This design comes from an exercise in tuning for small area on the open sky130 flow, not from production work.
Function was checked by simulation only, so behaviour that the tests miss may differ from the original.
Power figures rest on the tool's default switching activity, not on a simulated workload.

==> design.v <==
`default_nettype none
package wqe_fetch_pkg;
    localparam int WQE_WIDTH  = 512;
    localparam int WQE_BYTES  = WQE_WIDTH / 8;
    localparam int ADDR_WIDTH = 32;
    localparam int QPID_LSB   = 328;
    localparam int QPID_WIDTH = 4;
    localparam int QPID_MSB   = QPID_LSB + QPID_WIDTH - 1;
    localparam int PAD_WIDTH  = WQE_WIDTH - QPID_MSB - 1;
    typedef logic [ADDR_WIDTH-1:0] addr_t;
    typedef union packed {
        logic [WQE_WIDTH-1:0] raw;
        struct packed {
            logic [PAD_WIDTH-1:0]  pad;
            logic [QPID_WIDTH-1:0] qpn;
            logic [QPID_LSB-1:0]   body;
        } f;
    } wqe_u;
endpackage
`default_nettype wire
`timescale 1ns/100ps
`default_nettype none
import wqe_fetch_pkg::*;
module wqe_fetch_top
#(
    parameter int MAX_QP   = 16,
    parameter int SQ_DEPTH = 4096
)(
    input  logic                  clk,
    input  logic                  rst_n,
    output logic                  o_fetch_ready,
    input  logic                  i_arbit_val,
    input  logic [QPID_WIDTH-1:0] i_qp_idx,
    input  logic [MAX_QP-1:0]     i_active,
    input  logic [MAX_QP-1:0]     i_wqe_cache_alfull,
    input  logic [ADDR_WIDTH-1:0] i_sq_base,
    output logic [ADDR_WIDTH-1:0] o_axi_araddr,
    output logic                  o_axi_arvalid,
    input  logic                  i_axi_arready,
    input  logic [WQE_WIDTH-1:0]  i_axi_rdata,
    input  logic                  i_axi_rvalid,
    output logic                  o_axi_rready,
    output logic                  o_wqe_cache_wr,
    output logic [WQE_WIDTH-1:0]  o_wqe,
    input  logic [MAX_QP-1:0]     i_wqe_cache_full
);
    localparam int PI_WIDTH = $clog2(SQ_DEPTH);
    localparam int WQE_LSB  = $clog2(WQE_BYTES);
    logic                  iss;      
    logic                  rdv;      
    logic                  busy;
    logic                  grant;
    logic                  push;
    logic                  req_ok;
    logic [QPID_WIDTH-1:0] qp_q;
    logic [QPID_LSB-1:0]   body_q;
    logic [PI_WIDTH-1:0]   pi [MAX_QP];
    logic [MAX_QP-1:0]     pi_ok;
    logic [PI_WIDTH-1:0]   pi_rd;
    logic [PI_WIDTH-1:0]   pi_cur;
    logic                  ar_fire;
    logic [MAX_QP-1:0]     qsel;     
    assign grant  = o_fetch_ready & i_arbit_val;
    assign push   = o_wqe_cache_wr & ~(|(qsel & i_wqe_cache_full));
    assign req_ok = (|i_active) & ~(&i_wqe_cache_alfull);
    assign busy   = iss | o_axi_arvalid | o_axi_rready | rdv | o_wqe_cache_wr;
    always_ff @(posedge clk or negedge rst_n)
    begin
        if (!rst_n)
        begin
            o_fetch_ready  <= 1'b0;
            iss            <= 1'b0;
            o_axi_arvalid  <= 1'b0;
            o_axi_rready   <= 1'b0;
            rdv            <= 1'b0;
            o_wqe_cache_wr <= 1'b0;
        end
        else
        begin
            o_fetch_ready  <= req_ok & ((~busy & ~grant) | push);
            iss            <= grant;
            o_axi_arvalid  <= iss | (o_axi_arvalid & ~i_axi_arready);
            o_axi_rready   <= (o_axi_arvalid & i_axi_arready) | (o_axi_rready & ~i_axi_rvalid);
            rdv            <= o_axi_rready & i_axi_rvalid;
            o_wqe_cache_wr <= rdv | (o_wqe_cache_wr & (|(qsel & i_wqe_cache_full)));
        end
    end
    always_ff @(posedge clk)
    begin
        if (o_fetch_ready)
            qp_q <= i_qp_idx;
    end
    always_ff @(posedge clk)
    begin
        body_q <= ({QPID_LSB{o_axi_rready}}          & i_axi_rdata[QPID_LSB-1:0])
                | ({QPID_LSB{rdv | o_wqe_cache_wr}} & body_q)
                | ({QPID_LSB{iss | o_axi_arvalid}}  & QPID_LSB'(pi_rd));
    end
    always_comb
    begin
        for (int q = 0; q < MAX_QP; q++)
            qsel[q] = (qp_q == QPID_WIDTH'(q));
    end
    always_comb
    begin
        pi_rd = '0;
        for (int q = 0; q < MAX_QP; q++)
            pi_rd = pi_rd | ({PI_WIDTH{qsel[q] & pi_ok[q]}} & pi[q]);
    end
    assign pi_cur  = body_q[PI_WIDTH-1:0];
    assign ar_fire = o_axi_arvalid & i_axi_arready;
    always_ff @(posedge clk or negedge rst_n)
    begin
        if (!rst_n)
            pi_ok <= '0;
        else
            pi_ok <= pi_ok | ({MAX_QP{ar_fire}} & qsel);
    end
    always_ff @(posedge clk)
    begin
        for (int q = 0; q < MAX_QP; q++)
            if (ar_fire & qsel[q])
                pi[q] <= pi_inc;
    end
    logic [PI_WIDTH-1:0] pi_inc;
    always_comb
    begin
        logic c;
        c = 1'b1;
        for (int i = 0; i < PI_WIDTH; i++)
        begin
            pi_inc[i] = pi_cur[i] ^ c;
            c         = pi_cur[i] & c;
        end
    end
    localparam int AW = ADDR_WIDTH - WQE_LSB;
    localparam int GK = 4;
    localparam int NG = (AW + GK - 1) / GK;
    logic [AW-1:0] add_a, add_b, add_p, add_s;
    logic [NG-1:0] grp_g, grp_p;
    logic [NG:0]   grp_c;
    logic          rc;
    assign add_a = i_sq_base[ADDR_WIDTH-1:WQE_LSB];
    assign add_b = {{(AW-QPID_WIDTH-PI_WIDTH){1'b0}}, qp_q, pi_cur};
    assign add_p = add_a ^ add_b;
    always_comb
    begin
        for (int g = 0; g < NG; g++)
        begin
            grp_g[g] = 1'b0;
            grp_p[g] = 1'b1;
            for (int i = g * GK; i < (g + 1) * GK && i < AW; i++)
            begin
                grp_g[g] = (add_a[i] & add_b[i]) | (add_p[i] & grp_g[g]);
                grp_p[g] = grp_p[g] & add_p[i];
            end
        end
        begin
            logic [NG-1:0] pg, pp;
            pg = grp_g;
            pp = grp_p;
            for (int d = 1; d < NG; d = d * 2)
                for (int i = 2 * d - 1; i < NG; i = i + 2 * d)
                begin
                    pg[i] = pg[i] | (pp[i] & pg[i-d]);
                    pp[i] = pp[i] & pp[i-d];
                end
            for (int d = 8; d >= 1; d = d / 2)
                for (int i = 3 * d - 1; i < NG; i = i + 2 * d)
                begin
                    pg[i] = pg[i] | (pp[i] & pg[i-d]);
                    pp[i] = pp[i] & pp[i-d];
                end
            grp_c = {pg, 1'b0};
        end
        for (int g = 0; g < NG; g++)
        begin
            rc = grp_c[g];
            for (int i = g * GK; i < (g + 1) * GK && i < AW; i++)
            begin
                add_s[i] = add_p[i] ^ rc;
                rc = (add_a[i] & add_b[i]) | (add_p[i] & rc);
            end
        end
    end
    assign o_axi_araddr = {add_s, i_sq_base[WQE_LSB-1:0]};
    assign o_wqe = {{PAD_WIDTH{1'b0}}, qp_q, body_q};
endmodule
`default_nettype wire
==> flow/run.sh <==
#!/bin/bash
# Standard ORFS layout with smaller port buffers and a lighter clock tree.
set -euo pipefail
here=$(cd "$(dirname "$0")" && pwd)
source "$here/knobs.sh"
bash standard.sh > standard.log 2>&1
==> flow/knobs.sh <==
export BUFFER_PORTS_ARGS="-buffer_cell sky130_fd_sc_hd__buf_1"
export CTS_ARGS="-sink_clustering_enable -repair_clock_nets -buf_list {sky130_fd_sc_hd__clkbuf_8} -root_buf sky130_fd_sc_hd__clkbuf_16 -tree_buf sky130_fd_sc_hd__clkbuf_16 -sink_clustering_size 18 -sink_clustering_max_diameter 60 -dont_use_dummy_load"
export PRE_IO_PLACEMENT_TCL="$here/pins.tcl"
export SKIP_REPAIR_TIE_FANOUT=1
export POST_FLOORPLAN_TCL="$here/ties.tcl"
==> flow/pins.tcl <==
# Each body bit's input and output pins side by side, so each bit's register
# sits next to its pins and the registers stay in one corner.
set bottom {}
set left {}
for {set i 0} {$i < 328} {incr i} {
  if {$i < 200} {
    lappend bottom "i_axi_rdata\[$i\]" "o_wqe\[$i\]"
  } else {
    lappend left "i_axi_rdata\[$i\]" "o_wqe\[$i\]"
  }
}
set_io_pin_constraint -group -order -pin_names $bottom -region bottom:*
set_io_pin_constraint -group -order -pin_names $left -region left:*
# the constant-zero pad of the written WQE together on the top edge
set pad {}
for {set i 332} {$i < 512} {incr i} { lappend pad "o_wqe\[$i\]" }
set_io_pin_constraint -group -order -pin_names $pad -region top:*
==> flow/ties.tcl <==
# The constant-zero outputs share tie cells in groups of consecutive bits
# (their pins sit side by side) instead of one tie cell per output.
set group_size 20
set block [ord::get_db_block]
set master [[ord::get_db] findMaster sky130_fd_sc_hd__conb_1]
set ties {}
foreach inst [$block getInsts] {
  if {[[$inst getMaster] getName] == "sky130_fd_sc_hd__conb_1"} { lappend ties $inst }
}
puts "ties.tcl: [llength $ties] tie cell(s) before regrouping"
set n_new 0
foreach tie $ties {
  set lo_net [[$tie findITerm LO] getNet]
  if {$lo_net == "NULL"} { continue }
  # loads keyed by the output port they lead to (through the synthesis buffer)
  set loads {}
  foreach it [$lo_net getITerms] {
    if {[$it isOutputSignal]} { continue }
    set key ""
    foreach o [[$it getInst] getITerms] {
      if {[$o isOutputSignal] && [$o getNet] != "NULL"} {
        foreach bt [[$o getNet] getBTerms] { set key [$bt getName] }
      }
    }
    if {[regexp {\[(\d+)\]} $key -> idx]} { lappend loads [list $idx $it] }
  }
  set loads [lsort -integer -index 0 $loads]
  set k 0
  for {set i $group_size} {$i < [llength $loads]} {incr i $group_size} {
    set inst [odb::dbInst_create $block $master "tie_lo_grp_[incr n_new]"]
    set net [odb::dbNet_create $block "tie_lo_grp_net_$n_new"]
    [$inst findITerm LO] connect $net
    foreach l [lrange $loads $i [expr {$i + $group_size - 1}]] {
      set it [lindex $l 1]
      $it disconnect
      $it connect $net
    }
  }
}
puts "ties.tcl: added $n_new tie cell(s)"
==> standard.sh <==
#!/bin/bash
# synth_recipe.tcl (not shown) runs the flow's synth.tcl, then flattens the netlist and writes it again
# the make line also repeats each setting of config.mk as NAME=value (left out here)
make -C /OpenROAD-flow-scripts/flow DESIGN_CONFIG=/design/flow/config.mk WORK_HOME=/design/flow/orfs CLKGATE_MAP_FILE= SYNTH_SCRIPT=/design/flow/synth_recipe.tcl "${@:-finish}"
==> config.mk <==
export PLATFORM = sky130hd
export DESIGN_NAME = wqe_fetch_top
export DESIGN_NICKNAME = wqe_fetch_top
export VERILOG_FILES = /design/flow/design.v
export SDC_FILE = /design/flow/constraint.sdc
export NUM_CORES = 4
export LEC_CHECK = 0
export CAP_MARGIN = 5
export CORE_AREA = 10 10 410 410
export DIE_AREA = 0 0 420 420
export PLACE_DENSITY = 0.8
export SLEW_MARGIN = 5
==> constraint.sdc <==
create_clock -name core_clock -period 8.0 [get_ports {clk}]
set_input_delay 1.6000 -clock core_clock [delete_from_list [all_inputs] [get_ports {clk}]]
set_output_delay 1.6000 -clock core_clock [all_outputs]
set_load 0.01 [all_outputs]
==> results of run 1 <==
[cells by family (layout without fill, tap and decap cells)]
family | count (synthesis) | after routing | synth area share
and+or+nand+nor | 131 | 131 | 0.0381
adders and majority gates | 42 | 42 | 0.0305
other | 1 | 15 | 0.000186
AOI/OAI and AO/OA | 460 | 460 | 0.192
muxes | 2 | 2 | 0.000991
buffers and inverters | 300 | 861 | 0.0914
xor gates and xnor gates | 7 | 7 | 0.00303
DFF | 546 | 546 | 0.644
[how the worst min path moves through the flow]
| stage | slack (ns) | cells past startpoint | startpoint | end |
|---|---|---|---|---|
| 6_report | 0.47 | 1 | body_q[107] | body_q[107] |
| 4_1_cts | 0.47 | 1 | pi_ok[9] | pi_ok[9] |
| 3_5_place_dp | 0.45 | 1 | pi_ok[9] | pi_ok[9] |
| 2_1_floorplan | 0.43 | 1 | pi_ok[0] | pi_ok[0] |
| 3_3_place_gp | 0.44 | 1 | pi_ok[10] | pi_ok[10] |
| 5_1_grt | 0.48 | 1 | body_q[104] | body_q[104] |
[registers in the layout (all words and copies together) (netlist names)]
register,count
iss,1
body_q,328
o_fetch_ready,1
pi_ok,16
o_wqe_cache_wr,1
qp_q,4
o_axi_arvalid,1
rdv,1
o_axi_rready,1
pi,192
[through the flow]
step | hold WS (ns) | util
6_report | 0.466 | 0.157
5_1_grt | 0.484 | 0.156
4_1_cts | 0.471 | 0.156
3_5_place_dp | 0.446 | 0.153
3_3_place_gp | 0.443 | 0.153
2_1_floorplan | 0.430 | -
[synth_stat cells (all sizes together), types with 13 or more instances]
cell type / n / area, um^2
clkbuf: 74 / 278
ha: 30 / 375
nand2: 14 / 52.6
buf: 209 / 1510
a221oi: 25 / 219
a22o: 340 / 2980
edfxtp: 196 / 5890
dfrtp: 22 / 551
dfxtp: 328 / 6570
nor3: 19 / 100
and3: 16 / 100
o21ai: 13 / 65.1
a22oi: 58 / 435
nor2: 13 / 48.8
or2: 19 / 119
inv: 17 / 63.8
[area by class of cell]
cell class / instances / area share
diodes: 6 / 0.000604
clock buffers: 40 / 0.0244
inverters: 17 / 0.00257
multi-input cells: 651 / 0.218
flip-flops and latches: 546 / 0.523
well taps: 2072 / 0.104
repair buffers: 804 / 0.127
[metal layers]
layer	up-vias	part of all wire	track usage	wire, um
met3	132	0.089	0.0230	6090
met2	785	0.48	0.119	32900
met5	-	0.00019	0	13
met1	7032	0.39	0.0860	26800
li1	6580	-	-	-
met4	2	0.037	0.0276	2510
[power groups by stage]
stage	clock network [uW]	logic (uW)	registers (uW)
finish	1350	2740	4250
global placement	0	2710	4280
floorplan	0	1430	4410
CTS	1420	2800	4260
global route	1500	3000	4330
detailed placement	0	2800	4290
[placed cells by master, fill, tap and decap left out, drive strengths merged, types with 14 or more instances in the layout]
| cell | instances |
|---|---|
| and3 | 16 |
| edfxtp | 196 |
| dfxtp | 328 |
| a22o | 340 |
| or2 | 19 |
| nor3 | 19 |
| nand2 | 14 |
| buf | 804 |
| a22oi | 58 |
| clkbuf | 40 |
| a221oi | 25 |
| inv | 17 |
| dfrtp | 22 |
| ha | 30 |
==> results.py, run 1 <==
metrics = {
    "global_routing": {
        "antenna_found_initial": 19,
        "gr-total-overflow": 0,
        "grt_max_degree": 201,
        "grt_pass1_wl_mm": 95.5,
        "grt_use_total": 0.0718,
        "grt_pass1_vias": 15000,
    },
    "placed_design": {
        "placed_cell_area_um2": 24200,
        "pre_cts_ws_ns": 1.24,
        "port_buffers": 772,
        "placed_cells": 4090,
        "place.gp.congestion": 0.816,
        "hpwl_mm": 52.2,
    },
    "timing": {
        "worstMarginPinSlew_ns": 1.19,
        "slew_headroom": 0.200,
        "clock_skew_ns": 0.0805,
        "fin_crit_sh": 0.840,
        "fin_ws_ns": 1.28,
        "fin_tns_setup_ns": 0,
        "finalHoldViolations": 0,
        "rsz0062_at_grt": "false",
        "max_freq_ghz": 0.149,
        "finalCriticalPeriod_ns": 6.72,
        "setup_viol": 0,
        "drv_slew": 0,
    },
    "clock_tree": {
        "cts_buffer_depth": 3,
        "cts_root_buf": "clkbuf_16",
        "cts.repair.resized": 0,
        "ctsHoldBuffers": 0,
        "cts_made_buffers": 40,
        "post_cts_buffers": 0,
        "htreeDepth": 2,
        "clock_latency_ns": 0.57,
        "cts.sinks": 546,
        "clk_pin_slew_ns": 0.06,
        "cts_tree": "yes",
    },
    "detailed_routing": {
        "routed_via_density": 3.51,
        "finalWirelength_mm": 68.4,
        "vias": 14500,
        "drcViolationCount": 0,
        "first_iter_violations": 1074,
        "drtAntennaViolNets": 0,
        "firstDrtPassIters": 5,
        "detail_route.wl_per_cell_um": 16.5,
    },
    "worst_setup_path": {
        "path_class": "in2out",
        "rr_worst_depth": 11,
        "cp-startpoint": "i_sq_base[6]",
        "cp-start-kind": "input pin",
        "crit_chain": "buf_1 > ha_1 > fa_1 > fa_1 > inv_1 > fa_1 > nand2b_1 > a21oi_1 > nor4_1 > o21ai_1 > buf_4 > fa_1 > fa_1 > fa_1 > xor2_1 > buf_1",
        "crit_path_end_kind": "output port",
        "required_ns": 6.40,
        "cp_slowest_cell": "fa_1",
        "critPathBufInv": 4,
        "critPathMaxFanout": 2,
        "r2r_setup_slack_ns": 4.10,
        "reg2reg_from": "body_q[1]",
        "slowest_delay_ns": 0.40,
        "crit_top_cell": "fa_1",
        "crit_arrival_ns": 5.12,
        "crit_cells": 16,
        "critical_path.endpoint": "o_axi_araddr[21]",
        "r2r_end": "pi[12][11]",
        "cp_top_family": "adder cells",
    },
    "pwr": {
        "p_leak_uw": 0.00842,
        "switchingPower_uw": 3150,
        "internal_power_uw": 5190,
        "comb_power_share": 0.328,
        "power_frac_clock": 0.162,
        "p_per_area_nw_per_um2": 336,
        "power_uw": 8340,
        "p_seq_frac": 0.509,
        "switching_share": 0.377,
        "ir_drop_v": 0.000340,
    },
    "logic_synthesis": {
        "synth-edff-count": 196,
        "ys_types": 50,
        "synth_ff_type": "dfxtp_1",
        "ys_warn_count": 2,
        "avgSynthCellArea_um2": 13.6,
        "synthArstFlopShare": 0.0403,
        "synth_fp_nets": 2132,
        "synthCells": 1489,
        "netlist_area_um2": 20200,
        "synth_seq_area_share": 0.644,
        "ys_seq_elements": 546,
    },
    "worst_hold_path": {
        "hp-class": "reg2reg",
    },
    "floorplanning": {
        "core-area_um2": 159000,
        "fp-row-count": 146,
        "die_y_um": 420,
        "start_util": 0.127,
        "io_pins": 1149,
        "dieArea_um2": 176000,
        "die_w_um": 420,
    },
    "cells_and_area": {
        "fin_cells": 4136,
        "n_fill_cell": 17500,
        "nNetsFinal": 2703,
        "area_growth_pct": 23.0,
        "post_route_cells_drive_above_1_share": 0.0476,
        "seq_area_um2": 13000,
        "stdcell_area_um2": 24800,
        "multiInputGateArea_um2": 5410,
    },
    "status": {
        "status": "no timing/DRC/antenna violations",
    },
    "flow_run": {
        "max_cap_violations": 0,
    },
}
==> run 2: changes to the inputs <==
--- a/config.mk
+++ b/config.mk
@@ -5,8 +5,8 @@
 export SDC_FILE = /design/flow/constraint.sdc
 export NUM_CORES = 4
 export LEC_CHECK = 0
-export CAP_MARGIN = 5
+export CAP_MARGIN = 0
 export CORE_AREA = 10 10 410 410
 export DIE_AREA = 0 0 420 420
 export PLACE_DENSITY = 0.8
-export SLEW_MARGIN = 5
+export SLEW_MARGIN = 0
==> results.py, run 2 <==
metrics = {
    "cells_and_area": {
        "reg_top3": "body_q (328), pi (192), pi_ok (16)",
        "top_register": "body_q",
        "largest_reg_flops": 328,
        "nNetsFinal": 2703,
        "final_common_cell": "buf_1",
        "final_cell_mix": "buf_1 (772), a22o_1 (340), dfxtp_1 (328), edfxtp_1 (196), a22oi_1 (58)",
        "area_growth_pct": 22.9,
        "post_route_cells_drive_above_1_share": 0.0471,
    },
    "logic_synthesis": {
        "synthMuxAreaShare": 0.000991,
        "synthAdderAreaFrac": 0.0305,
        "synthCells": 1489,
        "synth_compound_area_frac": 0.192,
        "synth_ff_type": "dfxtp_1",
        "synth_xor_area_frac": 0.00303,
        "synth_top_area_cell": "dfxtp_1",
        "synth_top_family_by_area": "compound AO/OA/AOI/OAI gates",
        "synthSimpleGateAreaFrac": 0.0381,
        "synth_seq_area_share": 0.644,
        "ys_types": 50,
        "synthTopCellsByCount": "a22o_1 (340), dfxtp_1 (328), edfxtp_1 (196)",
        "synth_fp_nets": 2132,
        "ys_seq_elements": 546,
        "ys_warn_count": 2,
        "synthTopCellsByArea": "dfxtp_1 (32%), edfxtp_1 (29%), a22o_1 (15%)",
        "synthArstFlopShare": 0.0403,
        "synth-edff-count": 196,
        "netlist_area_um2": 20200,
        "avgSynthCellArea_um2": 13.6,
        "synthMostInstantiatedCell": "a22o_1",
        "synth_top_cell_area_share": 0.325,
    },
    "clock_tree": {
        "clock_latency_ns": 0.58,
        "cts_root_buf": "clkbuf_16",
        "ctsHoldBuffers": 0,
        "cts_tree": "yes",
        "clk_pin_slew_ns": 0.06,
        "cts.sinks": 546,
        "htreeDepth": 2,
        "cts.repair.resized": 0,
        "post_cts_buffers": 0,
        "cts_made_buffers": 40,
        "cts_buffer_depth": 3,
    },
    "placed_design": {
        "place.gp.congestion": 0.816,
        "port_buffers": 772,
        "hpwl_mm": 52.2,
    },
    "detailed_routing": {
        "first_iter_violations": 1008,
        "routed_via_density": 3.52,
        "finalWirelength_mm": 68.4,
        "vias": 14500,
        "detail_route.wl_per_cell_um": 16.5,
        "drcViolationCount": 0,
        "drtAntennaViolNets": 0,
        "firstDrtPassIters": 5,
    },
    "timing": {
        "slew_headroom": 0.0199,
        "finalCriticalPeriod_ns": 6.73,
        "drv_slew": 0,
        "hold_slack_ns": 0.466,
        "rsz0062_at_grt": "false",
        "setup_viol": 0,
        "fin_crit_sh": 0.842,
        "clock_skew_ns": 0.0877,
        "finalHoldViolations": 0,
        "fin_tns_setup_ns": 0,
        "worstMarginPinSlew_ns": 1.46,
        "max_freq_ghz": 0.149,
    },
    "global_routing": {
        "grt_use_total": 0.0718,
        "gr-total-overflow": 0,
        "grt_max_degree": 201,
        "grt_pass1_vias": 15000,
        "antenna_found_initial": 19,
        "grt_pass1_wl_mm": 95.5,
    },
    "worst_setup_path": {
        "r2r_end": "pi[15][11]",
        "slowest_delay_ns": 0.40,
        "crit_cells": 16,
        "cp_top_family": "adder cells",
        "critical_path.endpoint": "o_axi_araddr[21]",
        "r2r_setup_slack_ns": 4.07,
        "path_class": "in2out",
        "cp-start-kind": "input pin",
        "cp-startpoint": "i_sq_base[6]",
        "critPathMaxFanout": 2,
        "rr_worst_depth": 11,
        "crit_top_cell": "fa_1",
        "crit_arrival_ns": 5.13,
        "crit_chain": "buf_1 > ha_1 > fa_1 > fa_1 > inv_1 > fa_1 > nand2b_1 > a21oi_1 > nor4_1 > o21ai_1 > buf_4 > fa_1 > fa_1 > fa_1 > xor2_1 > buf_1",
        "crit_path_end_kind": "output port",
        "required_ns": 6.40,
        "critPathBufInv": 4,
        "reg2reg_from": "body_q[1]",
        "cp_slowest_cell": "fa_1",
    },
    "flow_run": {
        "max_cap_violations": 0,
    },
    "status": {
        "status": "no timing/DRC/antenna violations",
    },
    "pwr": {
        "p_per_area_nw_per_um2": 336,
        "p_leak_uw": 0.00842,
        "ir_drop_v": 0.000341,
    },
    "floorplanning": {
        "core-area_um2": 159000,
        "dieArea_um2": 176000,
        "fp-row-count": 146,
        "io_pins": 1149,
        "die_w_um": 420,
        "die_y_um": 420,
        "start_util": 0.127,
    },
    "worst_hold_path": {
        "hp-class": "reg2reg",
    },
}
-- run 2: cell counts after synthesis --
No cell type changed its count.
-- run 2: cell type report --
class / instances / area, um^2
Antenna cell: 2 / 5.00
Multi-Input combinational cell: 651 / 5410
Timing Repair Buffer: 804 / 3150
Clock buffer: 40 / 607
Inverter: 17 / 63.8
Tap cell: 2072 / 2590
Sequential cell: 546 / 13000
Fill cell: 17500 / 134000
-- run 2: cells by family (layout without fill, tap and decap cells) --
group,count (synthesis),after routing
compound gates,460,460
xor+xnor,7,7
fa+ha+maj,42,42
buf+inv,300,861
flops,546,546
mux,2,2
other cells,1,11
simple gates,131,131
-- run 2: report_power, final --
part,total [uW],internal [uW],switching (uW)
clock network,1360,509,850
logic,2740,979,1760
registers,4250,3700,546
total,8350,5190,3160
-- run 2: routing by layer --
layer  GRT usage  share of wire  up-vias
li1            -              -     6576
met1      0.0860           0.39     7033
met2       0.119           0.48      798
met3      0.0230          0.090      129
met4      0.0276          0.037        2
met5           0        0.00019        -
-- run 2: metrics by stage --
step,utilization,setup WS (ns),power (uW),cells,instance area (um^2)
after floorplan,-,1.79,5830,1489,20200
after global placement,0.153,1.27,6990,4090,24200
after detailed placement,0.153,1.24,7090,4090,24200
after CTS,0.156,1.22,8480,4130,24800
after global routing,0.156,1.01,8830,4131,24800
final,0.156,1.27,8350,4132,24800
-- run 2: worst reg2reg max path, cell delays in order, from the launching register on --
cell     delay [ns]
dfxtp_1        0.65
ha_1           0.38
ha_1           0.18
ha_1           0.18
ha_1           0.19
ha_1           0.20
ha_1           0.19
ha_1           0.18
ha_1           0.18
ha_1           0.18
ha_1           0.19
xor2_1         0.85
-- run 2: how the worst min path moves through the flow --
stage                       end  cells after the start   startpoint
CTS                    pi_ok[9]                      1     pi_ok[9]
finish              body_q[107]                      1  body_q[107]
global route        body_q[104]                      1  body_q[104]
global placement      pi_ok[10]                      1    pi_ok[10]
floorplan              pi_ok[0]                      1     pi_ok[0]
detailed placement     pi_ok[9]                      1     pi_ok[9]
==> run 3: changes to the inputs <==
--- a/config.mk
+++ b/config.mk
@@ -5,8 +5,8 @@
 export SDC_FILE = /design/flow/constraint.sdc
 export NUM_CORES = 4
 export LEC_CHECK = 0
-export CAP_MARGIN = 0
+export CAP_MARGIN = 20
 export CORE_AREA = 10 10 410 410
 export DIE_AREA = 0 0 420 420
 export PLACE_DENSITY = 0.8
-export SLEW_MARGIN = 0
+export SLEW_MARGIN = 20
==> results.py, run 3 <==
metrics = {
    "status": {
        "status": "no timing/DRC/antenna violations",
    },
    "logic_synthesis": {
        "synthTopCellsByArea": "dfxtp_1 (32%), edfxtp_1 (29%), a22o_1 (15%)",
        "synth-edff-count": 196,
        "synth_top_cell_area_share": 0.325,
        "synth_top_family_by_area": "compound AO/OA/AOI/OAI gates",
        "ys_seq_elements": 546,
        "synth_compound_area_frac": 0.192,
        "ys_types": 50,
        "synth_top_area_cell": "dfxtp_1",
        "synthTopCellsByCount": "a22o_1 (340), dfxtp_1 (328), edfxtp_1 (196)",
        "synthMuxAreaShare": 0.000991,
        "synthMostInstantiatedCell": "a22o_1",
        "synth_ff_type": "dfxtp_1",
        "synthSimpleGateAreaFrac": 0.0381,
        "avgSynthCellArea_um2": 13.6,
        "synthCells": 1489,
        "synthArstFlopShare": 0.0403,
        "synth_fp_nets": 2132,
        "synth_seq_area_share": 0.644,
        "synthAdderAreaFrac": 0.0305,
        "ys_warn_count": 2,
        "netlist_area_um2": 20200,
        "synth_xor_area_frac": 0.00303,
    },
    "pwr": {
        "p_leak_uw": 0.00841,
        "ir_drop_v": 0.000327,
        "p_per_area_nw_per_um2": 336,
    },
    "timing": {
        "fin_crit_sh": 0.841,
        "rsz0062_at_grt": "false",
        "finalHoldViolations": 0,
        "max_freq_ghz": 0.149,
        "fin_tns_setup_ns": 0,
        "drv_slew": 0,
        "slew_headroom": 0.275,
        "setup_viol": 0,
        "clock_skew_ns": 0.0684,
        "finalCriticalPeriod_ns": 6.73,
        "worstMarginPinSlew_ns": 1.09,
    },
    "floorplanning": {
        "dieArea_um2": 176000,
        "fp-row-count": 146,
        "die_y_um": 420,
        "start_util": 0.127,
        "core-area_um2": 159000,
        "die_w_um": 420,
        "io_pins": 1149,
    },
    "placed_design": {
        "port_buffers": 772,
        "hpwl_mm": 52.2,
        "placed_cell_area_um2": 24200,
        "place.gp.congestion": 0.816,
    },
    "detailed_routing": {
        "first_iter_violations": 1113,
        "drtAntennaViolNets": 0,
        "drcViolationCount": 0,
        "vias": 14500,
        "finalWirelength_mm": 68.4,
        "detail_route.wl_per_cell_um": 16.6,
        "firstDrtPassIters": 5,
        "routed_via_density": 3.50,
    },
    "cells_and_area": {
        "top_register": "body_q",
        "stdcell_area_um2": 24800,
        "final_cell_mix": "buf_1 (772), a22o_1 (340), dfxtp_1 (328), edfxtp_1 (196), a22oi_1 (58)",
        "area_growth_pct": 22.9,
        "final_common_cell": "buf_1",
        "post_route_cells_drive_above_1_share": 0.0481,
        "nNetsFinal": 2702,
        "largest_reg_flops": 328,
        "reg_top3": "body_q (328), pi (192), pi_ok (16)",
    },
    "clock_tree": {
        "cts.sinks": 546,
        "htreeDepth": 2,
        "ctsHoldBuffers": 0,
        "clk_pin_slew_ns": 0.06,
        "cts_root_buf": "clkbuf_16",
        "cts_made_buffers": 39,
        "cts_buffer_depth": 3,
        "cts.repair.resized": 0,
        "post_cts_buffers": 0,
        "clock_latency_ns": 0.60,
        "cts_tree": "yes",
    },
    "worst_hold_path": {
        "hp-class": "reg2reg",
        "min-delay-start": "pi_ok[9]",
    },
    "worst_setup_path": {
        "cp-start-kind": "input pin",
        "reg2reg_from": "body_q[1]",
        "cp-startpoint": "i_sq_base[6]",
        "required_ns": 6.40,
        "crit_arrival_ns": 5.13,
        "critPathMaxFanout": 2,
        "path_class": "in2out",
        "crit_path_end_kind": "output port",
    },
    "global_routing": {
        "antenna_found_initial": 16,
        "grt_max_degree": 201,
        "grt_pass1_vias": 15000,
        "grt_use_total": 0.0719,
        "grt_pass1_wl_mm": 95.6,
        "gr-total-overflow": 0,
    },
    "flow_run": {
        "max_cap_violations": 0,
    },
}
## run 3: worst paths after layout
path	endpoint	slack [ns]	cells past startpoint
min in group asynchronous	o_axi_rready	1.03	2
max in group asynchronous	iss	6.68	2
worst min register to register	pi_ok[9]	0.47	1
worst max-delay path	o_axi_araddr[21]	1.27	16
worst min-delay path	pi_ok[9]	0.47	1
worst max register to register	pi[5][11]	4.07	11
## run 3: through the flow
stage               instances  hold WS, ns  setup slack [ns]   util  total power (uW)
global placement         4090        0.443              1.27  0.153              6990
detailed placement       4090        0.446              1.25  0.153              7090
floorplan                1489        0.430              1.79      -              5830
CTS                      4129        0.470              1.22  0.156              8460
global route             4129        0.486              1.02  0.156              8830
finish                   4131        0.472              1.27  0.156              8340
## run 3: cells by family after synthesis
group | count (synthesis)
AO/OA/AOI/OAI | 460
XOR/XNOR | 7
adder cells (fa/ha/maj) | 42
buffers and inverters | 300
flip-flops | 546
multiplexers | 2
other | 1
AND/OR/NAND/NOR | 131
## run 3: power by group
group / total (uW) / internal, uW / switching, uW
combinational: 2740 / 981 / 1760
sequential: 4250 / 3700 / 545
clock: 1350 / 498 / 848
total: 8340 / 5180 / 3160
## run 3: critical path: stages
cell      delay (ns)
buf_1           0.08
ha_1            0.20
fa_1            0.38
fa_1            0.38
inv_1           0.07
fa_1            0.20
nand2b_1        0.12
a21oi_1         0.08
nor4_1          0.17
o21ai_1         0.12
buf_4           0.19
fa_1            0.40
fa_1            0.39
fa_1            0.39
xor2_1          0.16
buf_1           0.18
## run 3: layer usage
layer,vias up,GRT usage,share of wire
met5,-,0,0.00019
met4,2,0.0254,0.034
met3,114,0.0233,0.096
met2,800,0.121,0.48
met1,6960,0.0854,0.39
li1,6574,-,-
## run 3: cell type report
class                   count  area (um^2)
diodes                      2         5.00
well taps                2072         2590
clock buffers              39          593
repair buffers            804         3150
fillers                 17500       134000
flip-flops and latches    546        13000
multi-input cells         651         5420
inverters                  17         63.8
==> run 4: changes to the inputs <==
--- a/design.v
+++ b/design.v
@@ -58,6 +58,7 @@
     logic [MAX_QP-1:0]     pi_ok;
     logic [PI_WIDTH-1:0]   pi_rd;
     logic [PI_WIDTH-1:0]   pi_cur;
+    logic [PI_WIDTH-1:0]   pi_inc;
     logic                  ar_fire;
     logic [MAX_QP-1:0]     qsel;     
     assign grant  = o_fetch_ready & i_arbit_val;
@@ -122,7 +123,6 @@
             if (ar_fire & qsel[q])
                 pi[q] <= pi_inc;
     end
-    logic [PI_WIDTH-1:0] pi_inc;
     always_comb
     begin
         logic c;
==> results.py, run 4 <==
metrics = {
    "global_routing": {
        "grt_use_total": 0.0719,
        "antenna_found_initial": 16,
        "gr-total-overflow": 0,
        "grt_max_degree": 201,
        "grt_pass1_vias": 15000,
        "grt_pass1_wl_mm": 95.6,
    },
    "detailed_routing": {
        "drcViolationCount": 0,
        "vias": 14500,
        "routed_via_density": 3.50,
        "first_iter_violations": 1113,
        "finalWirelength_mm": 68.4,
        "firstDrtPassIters": 5,
        "detail_route.wl_per_cell_um": 16.6,
        "drtAntennaViolNets": 0,
    },
    "placed_design": {
        "port_buffers": 772,
        "hpwl_mm": 52.2,
        "placed_cells": 4090,
        "place.gp.congestion": 0.816,
    },
    "clock_tree": {
        "cts_made_buffers": 39,
        "cts_buffer_depth": 3,
        "clk_pin_slew_ns": 0.06,
        "clock_latency_ns": 0.60,
        "ctsHoldBuffers": 0,
        "cts_root_buf": "clkbuf_16",
        "cts.sinks": 546,
        "cts.repair.resized": 0,
        "post_cts_buffers": 0,
        "cts_tree": "yes",
        "htreeDepth": 2,
    },
    "worst_hold_path": {
        "min_path_cells": 1,
        "hp-class": "reg2reg",
    },
    "logic_synthesis": {
        "synthCells": 1489,
        "synth-edff-count": 196,
        "ys_seq_elements": 546,
        "synth_ff_type": "dfxtp_1",
        "synthTopCellsByArea": "dfxtp_1 (32%), edfxtp_1 (29%), a22o_1 (15%)",
        "synth_top_area_cell": "dfxtp_1",
        "synthTopCellsByCount": "a22o_1 (340), dfxtp_1 (328), edfxtp_1 (196)",
        "ys_warn_count": 2,
        "ys_types": 50,
        "synthArstFlopShare": 0.0403,
        "synth_seq_area_share": 0.644,
        "avgSynthCellArea_um2": 13.6,
        "synth_fp_nets": 2132,
        "netlist_area_um2": 20200,
        "synthMostInstantiatedCell": "a22o_1",
        "synth_top_cell_area_share": 0.325,
    },
    "floorplanning": {
        "die_y_um": 420,
        "core-area_um2": 159000,
        "start_util": 0.127,
        "io_pins": 1149,
        "fp-row-count": 146,
        "die_w_um": 420,
        "dieArea_um2": 176000,
    },
    "timing": {
        "fin_crit_sh": 0.841,
        "setup_viol": 0,
        "slew_headroom": 0.275,
        "rsz0062_at_grt": "false",
        "worstMarginPinSlew_ns": 1.09,
        "finalCriticalPeriod_ns": 6.73,
        "clock_skew_ns": 0.0684,
        "finalHoldViolations": 0,
        "max_freq_ghz": 0.149,
        "drv_slew": 0,
        "fin_tns_setup_ns": 0,
    },
    "cells_and_area": {
        "reg_top3": "body_q (328), pi (192), pi_ok (16)",
        "fin_cells": 4131,
        "largest_reg_flops": 328,
        "finish.utilization": 0.156,
        "area_growth_pct": 22.9,
        "final_cell_mix": "buf_1 (772), a22o_1 (340), dfxtp_1 (328), edfxtp_1 (196), a22oi_1 (58)",
        "n_fill_cell": 17500,
        "top_register": "body_q",
        "post_route_cells_drive_above_1_share": 0.0481,
        "multiInputGateArea_um2": 5420,
        "nNetsFinal": 2702,
        "seq_area_um2": 13000,
        "final_common_cell": "buf_1",
    },
    "flow_run": {
        "max_cap_violations": 0,
    },
    "worst_setup_path": {
        "critPathMaxFanout": 2,
        "cp-start-kind": "input pin",
        "critical_path.endpoint": "o_axi_araddr[21]",
        "cp-startpoint": "i_sq_base[6]",
        "reg2reg_from": "body_q[1]",
        "crit_arrival_ns": 5.13,
        "r2r_end": "pi[5][11]",
        "path_class": "in2out",
        "rr_worst_depth": 11,
        "required_ns": 6.40,
        "crit_path_end_kind": "output port",
        "r2r_setup_slack_ns": 4.07,
    },
    "pwr": {
        "ir_drop_v": 0.000327,
        "p_leak_uw": 0.00841,
        "power_uw": 8340,
        "p_per_area_nw_per_um2": 336,
    },
    "status": {
        "status": "no timing/DRC/antenna violations",
    },
}
==> run 4: cell counts in the layout (fill, tap and decap cells not counted) <==
No cell type changed its count.
==> run 4: power by group <==
part | total (uW) | leakage [uW] | switching, uW | internal (uW)
logic | 2740 | 0.00333 | 1760 | 981
clock network | 1350 | 0.000306 | 848 | 498
registers | 4250 | 0.00478 | 545 | 3700
==> run 4: worst min-delay path by stage <==
stage | startpoint | end
after floorplan | pi_ok[0] | pi_ok[0]
final | pi_ok[9] | pi_ok[9]
after CTS | pi_ok[15] | pi_ok[15]
after detailed placement | pi_ok[9] | pi_ok[9]
after global placement | pi_ok[10] | pi_ok[10]
after global routing | pi_ok[0] | pi_ok[0]
==> run 4: layer usage <==
| metal | routed length [um] | part of all wire | global-route usage |
|---|---|---|---|
| met4 | 2330 | 0.034 | 0.0254 |
| met3 | 6600 | 0.096 | 0.0233 |
| met2 | 33100 | 0.48 | 0.121 |
| met1 | 26400 | 0.39 | 0.0854 |
| met5 | 13 | 0.00019 | 0 |
==> run 4: kinds of logic after synthesis <==
| logic type | Yosys count | share of synthesized area |
|---|---|---|
| other | 1 | 0.000186 |
| muxes | 2 | 0.000991 |
| adders and majority gates | 42 | 0.0305 |
| buffers and inverters | 300 | 0.0914 |
| and+or+nand+nor | 131 | 0.0381 |
| DFF | 546 | 0.644 |
| xor gates and xnor gates | 7 | 0.00303 |
| AOI/OAI and AO/OA | 460 | 0.192 |
==> run 4: layout make-up <==
cell class / instances / share of cell area
Sequential cell: 546 / 0.524
Multi-Input combinational cell: 651 / 0.218
Timing Repair Buffer: 804 / 0.127
Tap cell: 2072 / 0.104
Clock buffer: 39 / 0.0239
Inverter: 17 / 0.00257
Antenna cell: 2 / 0.000202
==> run 4: stage by stage <==
stage,instance area (um^2),setup slack [ns],hold slack [ns]
final,24800,1.27,0.472
after floorplan,20200,1.79,0.430
after global routing,24800,1.02,0.486
after global placement,24200,1.27,0.443
after detailed placement,24200,1.25,0.446
after CTS,24800,1.22,0.470
==> run 4: worst max-delay path: stages <==
cell and delay (ns):
buf_1 0.08, ha_1 0.20, fa_1 0.38, fa_1 0.38, inv_1 0.07, fa_1 0.20, nand2b_1 0.12, a21oi_1 0.08
nor4_1 0.17, o21ai_1 0.12, buf_4 0.19, fa_1 0.40, fa_1 0.39, fa_1 0.39, xor2_1 0.16, buf_1 0.18
==> run 5: changes to the inputs <==
--- a/design.v
+++ b/design.v
@@ -58,7 +58,6 @@
     logic [MAX_QP-1:0]     pi_ok;
     logic [PI_WIDTH-1:0]   pi_rd;
     logic [PI_WIDTH-1:0]   pi_cur;
-    logic [PI_WIDTH-1:0]   pi_inc;
     logic                  ar_fire;
     logic [MAX_QP-1:0]     qsel;     
     assign grant  = o_fetch_ready & i_arbit_val;
@@ -123,6 +122,7 @@
             if (ar_fire & qsel[q])
                 pi[q] <= pi_inc;
     end
+    logic [PI_WIDTH-1:0] pi_inc;
     always_comb
     begin
         logic c;
==> flow/knobs.sh (replaced) <==
export BUFFER_PORTS_ARGS="-buffer_cell sky130_fd_sc_hd__buf_1"
export CTS_ARGS="-sink_clustering_enable -repair_clock_nets -buf_list {sky130_fd_sc_hd__clkbuf_8} -root_buf sky130_fd_sc_hd__clkbuf_16 -tree_buf sky130_fd_sc_hd__clkbuf_8 -sink_clustering_size 18 -sink_clustering_max_diameter 60 -dont_use_dummy_load"
export PRE_IO_PLACEMENT_TCL="$here/pins.tcl"
export SKIP_REPAIR_TIE_FANOUT=1
export POST_FLOORPLAN_TCL="$here/ties.tcl"
==> results.py, run 5 <==
metrics = {
    "timing": {
        "finalCriticalPeriod_ns": 6.73,
        "slew_headroom": 0.275,
        "rsz0062_at_grt": "false",
        "fin_tns_setup_ns": 0,
        "max_freq_ghz": 0.149,
        "drv_slew": 0,
        "worstMarginPinSlew_ns": 1.09,
        "fin_ws_ns": 1.27,
        "setup_viol": 0,
        "finalHoldViolations": 0,
        "fin_crit_sh": 0.841,
        "clock_skew_ns": 0.0684,
    },
    "logic_synthesis": {
        "synth_top_area_cell": "dfxtp_1",
        "synth_compound_area_frac": 0.192,
        "synthMostInstantiatedCell": "a22o_1",
        "ys_warn_count": 2,
        "synth_top_cell_area_share": 0.325,
        "synthTopCellsByArea": "dfxtp_1 (32%), edfxtp_1 (29%), a22o_1 (15%)",
        "synth_seq_area_share": 0.644,
        "synth_fp_nets": 2132,
        "synth_xor_area_frac": 0.00303,
        "synthArstFlopShare": 0.0403,
        "synthTopCellsByCount": "a22o_1 (340), dfxtp_1 (328), edfxtp_1 (196)",
        "synth_top_family_by_area": "compound AO/OA/AOI/OAI gates",
        "synthMuxAreaShare": 0.000991,
        "synth-edff-count": 196,
        "synth_ff_type": "dfxtp_1",
        "synthAdderAreaFrac": 0.0305,
        "avgSynthCellArea_um2": 13.6,
        "ys_seq_elements": 546,
        "synthSimpleGateAreaFrac": 0.0381,
        "synthCells": 1489,
        "ys_types": 50,
        "netlist_area_um2": 20200,
    },
    "global_routing": {
        "grt_pass1_vias": 15000,
        "antenna_found_initial": 16,
        "gr-total-overflow": 0,
        "grt_use_total": 0.0719,
        "grt_max_degree": 201,
        "grt_pass1_wl_mm": 95.6,
    },
    "worst_setup_path": {
        "crit_arrival_ns": 5.13,
        "required_ns": 6.40,
        "critPathMaxFanout": 2,
        "crit_path_end_kind": "output port",
        "cp-start-kind": "input pin",
        "path_class": "in2out",
    },
    "floorplanning": {
        "die_y_um": 420,
        "die_w_um": 420,
        "core-area_um2": 159000,
        "io_pins": 1149,
        "start_util": 0.127,
        "dieArea_um2": 176000,
        "fp-row-count": 146,
    },
    "detailed_routing": {
        "firstDrtPassIters": 5,
        "first_iter_violations": 1113,
        "detail_route.wl_per_cell_um": 16.6,
        "drcViolationCount": 0,
        "drtAntennaViolNets": 0,
        "routed_via_density": 3.50,
        "vias": 14500,
        "finalWirelength_mm": 68.4,
    },
    "pwr": {
        "ir_drop_v": 0.000327,
        "p_per_area_nw_per_um2": 336,
        "p_leak_uw": 0.00841,
    },
    "cells_and_area": {
        "post_route_cells_drive_above_1_share": 0.0481,
        "area_growth_pct": 22.9,
        "nNetsFinal": 2702,
        "reg_top3": "body_q (328), pi (192), pi_ok (16)",
        "final_common_cell": "buf_1",
        "top_register": "body_q",
        "final_cell_mix": "buf_1 (772), a22o_1 (340), dfxtp_1 (328), edfxtp_1 (196), a22oi_1 (58)",
        "stdcell_area_um2": 24800,
        "largest_reg_flops": 328,
    },
    "clock_tree": {
        "htreeDepth": 2,
        "cts_buffer_depth": 3,
        "cts_made_buffers": 39,
        "ctsHoldBuffers": 0,
        "cts.repair.resized": 0,
        "cts_tree": "yes",
        "clk_pin_slew_ns": 0.06,
        "cts_root_buf": "clkbuf_16",
        "clock_latency_ns": 0.60,
        "post_cts_buffers": 0,
        "cts.sinks": 546,
    },
    "placed_design": {
        "placed_cell_area_um2": 24200,
        "place.gp.congestion": 0.816,
        "port_buffers": 772,
        "pre_cts_ws_ns": 1.25,
        "hpwl_mm": 52.2,
    },
    "flow_run": {
        "max_cap_violations": 0,
    },
    "status": {
        "status": "no timing/DRC/antenna violations",
    },
    "worst_hold_path": {
        "hp-class": "reg2reg",
    },
}
-- run 5: power by group --
part	total [uW]	switching (uW)	internal (uW)	leakage (uW)
combinational	2740	1760	981	0.00333
sequential	4250	545	3700	0.00478
clock	1350	848	498	0.000306
-- run 5: kinds of logic after synthesis --
logic type | after synthesis
AO/OA/AOI/OAI | 460
adder cells (fa/ha/maj) | 42
other | 1
flip-flops | 546
XOR/XNOR | 7
multiplexers | 2
buffers and inverters | 300
AND/OR/NAND/NOR | 131
-- run 5: per-stage QoR --
step / util / hold WS, ns / cells / total power (uW)
2_1_floorplan: - / 0.430 / 1489 / 5830
3_3_place_gp: 0.153 / 0.443 / 4090 / 6990
4_1_cts: 0.156 / 0.470 / 4129 / 8460
3_5_place_dp: 0.153 / 0.446 / 4090 / 7090
6_report: 0.156 / 0.472 / 4131 / 8340
5_1_grt: 0.156 / 0.486 / 4129 / 8830
-- run 5: cell type report --
cell class / instances / area, um^2
Sequential cell: 546 / 13000
Antenna cell: 2 / 5.00
Clock buffer: 39 / 593
Multi-Input combinational cell: 651 / 5420
Fill cell: 17500 / 134000
Inverter: 17 / 63.8
Tap cell: 2072 / 2590
Timing Repair Buffer: 804 / 3150
-- run 5: path summary, 6_finish.rpt --
kind	start	to	slack [ns]	depth (start not counted)
min	pi_ok[9]	pi_ok[9]	0.47	1
min in group asynchronous	rst_n	o_axi_rready	1.03	2
max in group asynchronous	rst_n	iss	6.68	2
max reg2reg	body_q[1]	pi[5][11]	4.07	11
max	i_sq_base[6]	o_axi_araddr[21]	1.27	16
min reg2reg	pi_ok[9]	pi_ok[9]	0.47	1
-- run 5: worst max-delay path, cell delays in order --
cell and delay [ns]:
buf_1 0.08, ha_1 0.20, fa_1 0.38, fa_1 0.38
inv_1 0.07, fa_1 0.20, nand2b_1 0.12, a21oi_1 0.08
nor4_1 0.17, o21ai_1 0.12, buf_4 0.19, fa_1 0.40
fa_1 0.39, fa_1 0.39, xor2_1 0.16, buf_1 0.18
-- run 5: per-layer routing --
| layer | part of all wire | track usage |
|---|---|---|
| met3 | 0.096 | 0.0233 |
| met5 | 0.00019 | 0 |
| met2 | 0.48 | 0.121 |
| met1 | 0.39 | 0.0854 |
| met4 | 0.034 | 0.0254 |
==> run 6: changes to the inputs <==
==> flow/knobs.sh (replaced) <==
export BUFFER_PORTS_ARGS="-buffer_cell sky130_fd_sc_hd__buf_1"
export CTS_ARGS="-sink_clustering_enable -repair_clock_nets -buf_list {sky130_fd_sc_hd__clkbuf_8} -root_buf sky130_fd_sc_hd__clkbuf_16 -tree_buf sky130_fd_sc_hd__clkbuf_16 -sink_clustering_size 20 -sink_clustering_max_diameter 55 -dont_use_dummy_load"
export PRE_IO_PLACEMENT_TCL="$here/pins.tcl"
export SKIP_REPAIR_TIE_FANOUT=1
export POST_FLOORPLAN_TCL="$here/ties.tcl"
==> results.py, run 6 <==
metrics = {
    "global_routing": {
        "antenna_found_initial": 16,
        "grt_pass1_wl_mm": 95.5,
        "grt_max_degree": 201,
        "grt_use_total": 0.0718,
        "grt_pass1_vias": 15000,
        "gr-total-overflow": 0,
    },
    "worst_setup_path": {
        "required_ns": 6.40,
        "crit_arrival_ns": 5.13,
        "critPathMaxFanout": 2,
        "critPathBufInv": 4,
        "cp_slowest_cell": "fa_1",
        "crit_chain": "buf_1 > ha_1 > fa_1 > fa_1 > inv_1 > fa_1 > nand2b_1 > a21oi_1 > nor4_1 > o21ai_1 > buf_4 > fa_1 > fa_1 > fa_1 > xor2_1 > buf_1",
        "path_class": "in2out",
        "cp-start-kind": "input pin",
        "slowest_delay_ns": 0.40,
        "cp_top_family": "adder cells",
        "crit_path_end_kind": "output port",
        "crit_top_cell": "fa_1",
    },
    "pwr": {
        "ir_drop_v": 0.000334,
        "p_per_area_nw_per_um2": 336,
        "p_leak_uw": 0.00842,
    },
    "logic_synthesis": {
        "synth_compound_area_frac": 0.192,
        "synthMuxAreaShare": 0.000991,
        "synthAdderAreaFrac": 0.0305,
        "ys_seq_elements": 546,
        "synth_xor_area_frac": 0.00303,
        "synth_seq_area_share": 0.644,
        "ys_warn_count": 2,
        "synth_top_cell_area_share": 0.325,
        "synthTopCellsByArea": "dfxtp_1 (32%), edfxtp_1 (29%), a22o_1 (15%)",
        "ys_types": 50,
        "synthMostInstantiatedCell": "a22o_1",
        "synth_fp_nets": 2132,
        "synth_ff_type": "dfxtp_1",
        "synthTopCellsByCount": "a22o_1 (340), dfxtp_1 (328), edfxtp_1 (196)",
        "synthSimpleGateAreaFrac": 0.0381,
        "synth_top_area_cell": "dfxtp_1",
        "synth-edff-count": 196,
        "synth_top_family_by_area": "compound AO/OA/AOI/OAI gates",
        "netlist_area_um2": 20200,
        "avgSynthCellArea_um2": 13.6,
        "synthArstFlopShare": 0.0403,
        "synthCells": 1489,
    },
    "clock_tree": {
        "cts_tree": "yes",
        "cts_made_buffers": 40,
        "clk_pin_slew_ns": 0.05,
        "clock_latency_ns": 0.58,
        "cts.repair.resized": 0,
        "cts_root_buf": "clkbuf_16",
        "cts_buffer_depth": 3,
        "cts.sinks": 546,
        "post_cts_buffers": 0,
        "htreeDepth": 2,
        "ctsHoldBuffers": 0,
    },
    "worst_hold_path": {
        "hp-class": "reg2reg",
    },
    "timing": {
        "finalCriticalPeriod_ns": 6.73,
        "finalHoldViolations": 0,
        "fin_tns_setup_ns": 0,
        "worstMarginPinSlew_ns": 1.12,
        "fin_crit_sh": 0.841,
        "hold_slack_ns": 0.469,
        "drv_slew": 0,
        "max_freq_ghz": 0.149,
        "slew_headroom": 0.253,
        "rsz0062_at_grt": "false",
        "setup_viol": 0,
        "clock_skew_ns": 0.0803,
    },
    "cells_and_area": {
        "reg_top3": "body_q (328), pi (192), pi_ok (16)",
        "area_growth_pct": 23.0,
        "largest_reg_flops": 328,
        "top_register": "body_q",
        "stdcell_area_um2": 24800,
        "nNetsFinal": 2703,
        "post_route_cells_drive_above_1_share": 0.0486,
        "final_common_cell": "buf_1",
        "final_cell_mix": "buf_1 (772), a22o_1 (340), dfxtp_1 (328), edfxtp_1 (196), a22oi_1 (58)",
    },
    "placed_design": {
        "port_buffers": 772,
        "place.gp.congestion": 0.816,
        "hpwl_mm": 52.2,
        "placed_cell_area_um2": 24200,
    },
    "detailed_routing": {
        "first_iter_violations": 1091,
        "firstDrtPassIters": 5,
        "vias": 14500,
        "detail_route.wl_per_cell_um": 16.6,
        "routed_via_density": 3.50,
        "drcViolationCount": 0,
        "drtAntennaViolNets": 0,
        "finalWirelength_mm": 68.4,
    },
    "floorplanning": {
        "start_util": 0.127,
        "io_pins": 1149,
        "die_y_um": 420,
        "fp-row-count": 146,
        "core-area_um2": 159000,
        "die_w_um": 420,
        "dieArea_um2": 176000,
    },
    "status": {
        "status": "no timing/DRC/antenna violations",
    },
    "flow_run": {
        "max_cap_violations": 0,
    },
}
[run 6: cell counts after synthesis]
Identical to the previous run, type by type.
[run 6: final cells by class]
cell class / instances / area [um^2]
Antenna cell: 1 / 2.50
Clock buffer: 40 / 607
Fill cell: 17500 / 134000
Inverter: 17 / 63.8
Multi-Input combinational cell: 651 / 5420
Sequential cell: 546 / 13000
Tap cell: 2072 / 2590
Timing Repair Buffer: 804 / 3150
[run 6: path summary, 6_finish.rpt]
path                            slack, ns  cells past startpoint         start          endpoint
worst max-delay path                 1.27                     16  i_sq_base[6]  o_axi_araddr[21]
worst min-delay path                 0.47                      1   body_q[103]       body_q[103]
worst max register to register       3.94                     11     body_q[1]        pi[10][11]
worst min register to register       0.47                      1   body_q[103]       body_q[103]
max in group asynchronous            6.68                      2         rst_n               iss
min in group asynchronous            1.02                      2         rst_n      o_axi_rready
[run 6: metrics by stage]
stage	power [uW]	util	std cells	worst slack, ns
6_report	8340	0.157	4131	1.27
5_1_grt	8820	0.157	4130	1.02
4_1_cts	8470	0.156	4130	1.22
3_5_place_dp	7090	0.153	4090	1.25
3_3_place_gp	6990	0.153	4090	1.27
2_1_floorplan	5830	-	1489	1.79
[run 6: routing by layer]
metal,share of wire,track usage,wire [um]
met1,0.39,0.0867,26800
met4,0.029,0.0226,1980
met2,0.49,0.122,33400
met5,0,0,0
met3,0.091,0.0210,6220
[run 6: power breakdown]
part           internal (uW)  switching, uW
clock                    508            841
combinational            981           1760
sequential              3700            545
[run 6: worst reg2reg max path, delay by kind of cell (launching register included)]
kind / cells / cell delay, ns
adders and majority gates: 10 / 2.09
DFF: 1 / 0.70
xor gates and xnor gates: 1 / 0.86
[run 6: cells by family (layout without fill, tap and decap cells)]
family / after synthesis / count (layout)
buf+inv: 300 / 861
fa+ha+maj: 42 / 42
other cells: 1 / 10
mux: 2 / 2
simple gates: 131 / 131
flops: 546 / 546
compound gates: 460 / 460
xor+xnor: 7 / 7
==> run 7: changes to the inputs <==
--- a/design.v
+++ b/design.v
@@ -58,6 +58,7 @@
     logic [MAX_QP-1:0]     pi_ok;
     logic [PI_WIDTH-1:0]   pi_rd;
     logic [PI_WIDTH-1:0]   pi_cur;
+    logic [PI_WIDTH-1:0]   pi_inc;
     logic                  ar_fire;
     logic [MAX_QP-1:0]     qsel;     
     assign grant  = o_fetch_ready & i_arbit_val;
@@ -122,7 +123,6 @@
             if (ar_fire & qsel[q])
                 pi[q] <= pi_inc;
     end
-    logic [PI_WIDTH-1:0] pi_inc;
     always_comb
     begin
         logic c;
==> flow/knobs.sh (replaced) <==
export BUFFER_PORTS_ARGS="-buffer_cell sky130_fd_sc_hd__buf_1"
export CTS_ARGS="-sink_clustering_enable -repair_clock_nets -buf_list {sky130_fd_sc_hd__clkbuf_4 sky130_fd_sc_hd__clkbuf_8} -root_buf sky130_fd_sc_hd__clkbuf_16 -tree_buf sky130_fd_sc_hd__clkbuf_8 -sink_clustering_buffer sky130_fd_sc_hd__clkbuf_4 -sink_clustering_size 10 -sink_clustering_max_diameter 30 -dont_use_dummy_load"
export PRE_IO_PLACEMENT_TCL="$here/pins.tcl"
export SKIP_REPAIR_TIE_FANOUT=1
export POST_FLOORPLAN_TCL="$here/ties.tcl"
==> results.py, run 7 <==
metrics = {
    "detailed_routing": {
        "drcViolationCount": 0,
        "routed-wl-met2_mm": 33.4,
        "dr_wl_met3_mm": 7.43,
        "highest_layer": "met4",
        "routed_via_density": 3.51,
        "firstDrtPassIters": 5,
        "first_iter_violations": 1036,
        "detail_route.wl_per_cell_um": 16.4,
        "drtAntennaViolNets": 0,
        "vias": 14700,
        "met1_length_mm": 25.7,
        "finalWirelength_mm": 68.8,
    },
    "logic_synthesis": {
        "netlist_area_um2": 20200,
        "ys_types": 50,
        "synth_seq_area_share": 0.644,
        "ys_seq_elements": 546,
        "synth_top_area_cell": "dfxtp_1",
        "synth_fp_nets": 2132,
        "synthTopCellsByArea": "dfxtp_1 (32%), edfxtp_1 (29%), a22o_1 (15%)",
        "synthArstFlopShare": 0.0403,
        "ys_warn_count": 2,
        "synthCells": 1489,
        "synthMostInstantiatedCell": "a22o_1",
        "synthTopCellsByCount": "a22o_1 (340), dfxtp_1 (328), edfxtp_1 (196)",
        "synth_ff_type": "dfxtp_1",
        "avgSynthCellArea_um2": 13.6,
        "synth-edff-count": 196,
        "synth_top_cell_area_share": 0.325,
    },
    "placed_design": {
        "port_buffers": 772,
        "hpwl_mm": 52.2,
        "place.gp.congestion": 0.816,
    },
    "global_routing": {
        "grt_max_degree": 201,
        "grt_pass1_wl_mm": 96.7,
        "antenna_found_initial": 14,
        "grt_use_total": 0.0731,
        "gr-total-overflow": 0,
        "grt_pass1_vias": 15500,
    },
    "floorplanning": {
        "die_y_um": 420,
        "fp-row-count": 146,
        "die_w_um": 420,
        "start_util": 0.127,
        "dieArea_um2": 176000,
        "core-area_um2": 159000,
        "io_pins": 1149,
    },
    "cells_and_area": {
        "nNetsFinal": 2755,
        "area_growth_pct": 24.2,
        "post_route_cells_drive_above_1_share": 0.0720,
        "largest_reg_flops": 328,
        "top_register": "body_q",
        "final_common_cell": "buf_1",
        "reg_top3": "body_q (328), pi (192), pi_ok (16)",
        "n_fill_cell": 17500,
        "final_cell_mix": "buf_1 (772), a22o_1 (340), dfxtp_1 (328), edfxtp_1 (196), clkbuf_4 (83)",
    },
    "pwr": {
        "power_uw": 8570,
        "ir_drop_v": 0.000335,
        "p_leak_uw": 0.00860,
        "p_per_area_nw_per_um2": 342,
    },
    "clock_tree": {
        "cts_tree": "yes",
        "cts.repair.resized": 0,
        "clk_pin_slew_ns": 0.06,
        "post_cts_buffers": 0,
        "cts_made_buffers": 92,
        "cts_root_buf": "clkbuf_16",
        "cts_buffer_depth": 3,
        "ctsHoldBuffers": 0,
        "clock_latency_ns": 0.63,
        "htreeDepth": 3,
        "cts.sinks": 546,
    },
    "worst_setup_path": {
        "critPathBufInv": 4,
        "cp-start-kind": "input pin",
        "path_class": "in2out",
        "required_ns": 6.40,
        "slowest_delay_ns": 0.40,
        "crit_arrival_ns": 5.12,
        "cp_top_family": "adder cells",
        "critPathMaxFanout": 2,
        "cp_slowest_cell": "fa_1",
        "crit_chain": "buf_1 > ha_1 > fa_1 > fa_1 > inv_1 > fa_1 > nand2b_1 > a21oi_1 > nor4_1 > o21ai_1 > buf_4 > fa_1 > fa_1 > fa_1 > xor2_1 > buf_1",
        "crit_path_end_kind": "output port",
        "crit_top_cell": "fa_1",
    },
    "worst_hold_path": {
        "hp-class": "reg2reg",
    },
    "timing": {
        "clock_skew_ns": 0.0951,
        "drv_slew": 0,
        "fin_tns_setup_ns": 0,
        "slew_headroom": 0.274,
        "worstMarginPinSlew_ns": 1.09,
        "max_freq_ghz": 0.149,
        "rsz0062_at_grt": "false",
        "finalHoldViolations": 0,
        "fin_crit_sh": 0.841,
        "finalCriticalPeriod_ns": 6.72,
        "setup_viol": 0,
    },
    "flow_run": {
        "max_cap_violations": 0,
    },
    "status": {
        "status": "no timing/DRC/antenna violations",
    },
}
[run 7: through the flow]
stage	utilization	setup WS [ns]	area [um^2]	instances	hold WS, ns
finish	0.158	1.28	25100	4186	0.468
global placement	0.153	1.27	24200	4090	0.443
floorplan	-	1.79	20200	1489	0.430
global route	0.158	1.02	25100	4183	0.477
CTS	0.158	1.22	25100	4182	0.465
detailed placement	0.153	1.25	24200	4090	0.446
[run 7: power by group]
part	internal, uW	total (uW)	switching, uW
combinational	980	2730	1750
sequential	3710	4240	537
clock	680	1600	917
[run 7: path summary, 6_finish.rpt]
kind | start | to | slack (ns) | cells after the start
setup / recovery | i_sq_base[6] | o_axi_araddr[21] | 1.28 | 16
max in group asynchronous | rst_n | o_axi_rready | 6.63 | 2
setup reg to reg | body_q[0] | pi[6][11] | 4.09 | 11
hold reg to reg | body_q[92] | body_q[92] | 0.47 | 1
hold / removal | body_q[92] | body_q[92] | 0.47 | 1
min in group asynchronous | rst_n | o_fetch_ready | 1.03 | 2
[run 7: kinds of logic (layout without fill, tap and decap cells)]
logic type               Yosys count  count (layout)  share of synthesized area
AO/OA/AOI/OAI                    460             460                      0.192
multiplexers                       2               2                   0.000991
other                              1              13                   0.000186
adder cells (fa/ha/maj)           42              42                     0.0305
flip-flops                       546             546                      0.644
XOR/XNOR                           7               7                    0.00303
AND/OR/NAND/NOR                  131             131                     0.0381
buffers and inverters            300             913                     0.0914
[run 7: layout make-up]
type,count,area [um^2],area share
inverters,17,63.8,0.00254
multi-input cells,651,5420,0.216
diodes,4,10.0,0.000399
flip-flops and latches,546,13000,0.518
repair buffers,804,3150,0.126
clock buffers,92,848,0.0338
well taps,2072,2590,0.103
[run 7: metal layers]
layer,global-route usage,up-vias
met2,0.122,848
met4,0.0301,0
met3,0.0298,157
li1,-,6718
met1,0.0822,6965
met5,0,-

==> what the ideal ports hide <==
In the flow no input, the clock included, has a driving cell. The finished layouts below were timed again as built, in two steps.
Step 1 (the two cells are an assumption about what drives the block):
set clk [get_ports {clk}]
set_driving_cell -lib_cell sky130_fd_sc_hd__clkbuf_16 $clk
set_driving_cell -lib_cell sky130_fd_sc_hd__buf_2 [delete_from_list [all_inputs] $clk]
Step 2 adds t to the input delays and takes it off the output delays; t is the mean of the earliest and latest rising clock arrival at the registers after step 1. Input paths then give back, and output paths get back, about the clock's delay inside the block.
Three values: ideal, step 1, step 2; two values: the first two.
| run | shift t [ns] | slack for setup (ns) | slew at the worst register clock pin (ns) | worst slew at a driven data input, ns |
|---|---|---|---|---|
| run 1 | 0.615 | 1.277 / 1.250 / 1.250 | 0.11 / 0.11 | 0.27 |
| run 2 | 0.615 | 1.268 / 1.240 / 1.240 | 0.11 / 0.11 | 0.27 |
| run 3 | 0.629 | 1.273 / 1.244 / 1.244 | 0.11 / 0.11 | 0.27 |
| run 4 | 0.629 | 1.273 / 1.244 / 1.244 | 0.11 / 0.11 | 0.27 |
| run 5 | 0.629 | 1.273 / 1.244 / 1.244 | 0.11 / 0.11 | 0.27 |
| run 6 | 0.624 | 1.275 / 1.246 / 1.246 | 0.11 / 0.11 | 0.27 |
| run 7 | 0.652 | 1.275 / 1.247 / 1.247 | 0.10 / 0.10 | 0.27 |
After both steps setup and hold are still met in every run listed.
